From an optimization exercise on the open Yosys and OpenROAD flow, aimed at small area, a short achievable clock period and few clock cycles per item; shortcuts taken in it are not production practice. In this exercise RTL edits were held to simulation tests only and were not proved equivalent to the original.

job 101:
Design ordered_sequence_hash_64_top, start of the top module:
module ordered_sequence_hash_64_top (
  input  logic                             clk,
  input  logic                             rst_n,
  input  logic                             in_valid,
  output logic                             in_stall,
  input  logic                             in_cmd,
  input  logic [osh64_pkg::LEN_W-1:0]      in_seq_length,
  input  logic [osh64_pkg::HASH_W-1:0]     in_element_bits,
  output logic                             out_valid,
  input  logic                             out_stall,
  output logic [osh64_pkg::HASH_W-1:0]     out_hash
);
  localparam int unsigned HW = osh64_pkg::HASH_W;
  localparam int unsigned LW = osh64_pkg::HALF_W;
  localparam int unsigned PW = 124;   
  logic          s0_v, s1_v, hv, ob_v;
  logic          s0_cmd, s1_cmd;
  logic [HW-1:0] s0_src, s0_msrc;
  logic [PW-1:0] s1_p;
  logic [HW-1:0] out_hash_r, ob_hash;
  logic hash_free, s1_adv, s0_adv, s0_ready, in_take;
  assign hash_free = !(hv && ob_v && out_stall);
  assign s1_adv    = s1_v && hash_free;
  assign s0_adv    = s0_v && (!s1_v || s1_adv);
  assign s0_ready  = !s0_v || s0_adv;
  assign in_stall  = s0_v && s1_v && hv && ob_v;
  assign in_take   = in_valid && !in_stall;
  logic [HW-1:0] in_src;
  assign in_src = (in_cmd == osh64_pkg::CMD_START) ?
                  {{(HW-osh64_pkg::LEN_W){1'b0}}, in_seq_length} : in_element_bits;
  always_ff @(posedge clk) begin
    if (!rst_n) begin
      s0_v <= 1'b0;
    end else if (s0_ready) begin
      s0_v <= in_take;
    end
  end
  logic [HW-1:0] nxt_src, nxt_msrc;
  assign nxt_src = in_src;
  assign nxt_msrc[1:0] = nxt_src[1:0];
  osh64_add62 u_madd (.a(nxt_src[HW-1:2]), .b(nxt_src[HW-1-2:0]), .s(nxt_msrc[HW-1:2]));
  always_ff @(posedge clk) begin
    if (in_take) begin
      s0_cmd  <= in_cmd;
      s0_src  <= nxt_src;
      s0_msrc <= nxt_msrc;
    end
  end
  logic [HW-1:0] src, nsrc, msrc, nmsrc;
  assign src   = s0_src;
  assign nsrc  = ~s0_src;
  assign msrc  = s0_msrc;
  ...
Size: roughly 380 flip-flops, roughly 170 I/O pins.
export LEC_CHECK = 0
export CAP_MARGIN = 20
export CORE_MARGIN = 2
export CORE_UTILIZATION = 40
export SLEW_MARGIN = 20
export SYNTH_HIERARCHICAL = 1
create_clock -name core_clock -period 9.5 [get_ports {clk}]
standard.sh (not shown) runs the stock make flow with config.mk's settings and CLKGATE_MAP_FILE= SYNTH_SCRIPT=/design/flow/synth_recipe.tcl, a recipe that flattens the netlist after the stock synthesis.
==> flow/flow/run.sh <==
#!/bin/bash
# Own flow: the standard layout (standard synthesis and every ORFS step unchanged) with two
# settings outside config.mk's list:
#  - port buffers are sky130_fd_sc_hd__buf_2 instead of the default choice (every input and
#    output port still gets its own buffer);
set -euo pipefail
MARGIN=$(cat flow/margin.txt)
bash standard.sh "BUFFER_PORTS_ARGS=-buffer_cell sky130_fd_sc_hd__buf_2" \
  SETUP_SLACK_MARGIN="$MARGIN" finish > standard.log 2>&1
==> flow/flow/margin.txt <==
5.8
Testbench counts of job 101, summed over its fixed seeds: cycles 12,024, items 12,000.
The following lists how job 102 was set up differently from job 101:
==> flow/flow/margin.txt <==
5.0
[summary]
Relative to job 101, final area has decreased by about 18% in job 102.
Diff job 101..job 102 | clock net sink count | unchanged
Job 101 → job 102: non-clock buffer count has decreased, final routed wirelength across all metal layers has decreased.
Here is what was changed in the inputs of job 103 compared with job 102.
Settings: CORE_UTILIZATION changed from 40 to 60.
==> flow/flow/margin.txt <==
5.4
==> run notes <==
Pin count of the biggest net entering global routing delta for job 103 relative to job 102: 2 higher
Compared with job 102, job 103 shows a lower sequential share of layout area.
The cell with the biggest individual delay on the critical path comes out sky130_fd_sc_hd__xnor2_1 in one run and sky130_fd_sc_hd__mux2_4 in the other, namely in job 103 and job 102 respectively.
Of job 102 and job 103, the lower count of clock buffers in the final design belongs to job 102.
Taking job 102 as the reference, in job 103 clock-pin transition on the worst setup and hold timing paths neither gained nor lost much; detailed-placement wirelength estimate lost about 5.3%; cell count lost 293; routed wire length lost about 2.3%.
The via count of the first global-routing pass was comparable across job 102 and job 103.
Global-route usage: job 103 > job 102

## what the ideal ports hide
No port has a modelled driver above. Below, the same layouts with a new extraction and two added sets of constraints. Step 1, drivers: a clkbuf_16 drives clk and a buf_2 each remaining input, both assumed. Step 2, shift: input delay + t, output delay - t, t = (earliest + latest rising clock arrival at the registers) / 2. This alone moves slack from input paths to output paths. Three values: ideal, step 1, step 2; two values: the first two.
run | shift t [ns] | slack for setup (ns) | worst setup path after step 2
job 101 | 0.665 | 5.498 / 5.380 / 4.715 | input to register
job 102 | 0.647 | 5.106 / 5.144 / 4.496 | input to register
job 103 | 0.637 | 5.446 / 5.446 / 4.812 | input to register
After both steps setup and hold are still met in every run listed. The setup slack of job 101, which loses most, moves by -0.118 ns with the drivers and by -0.783 ns with both steps.
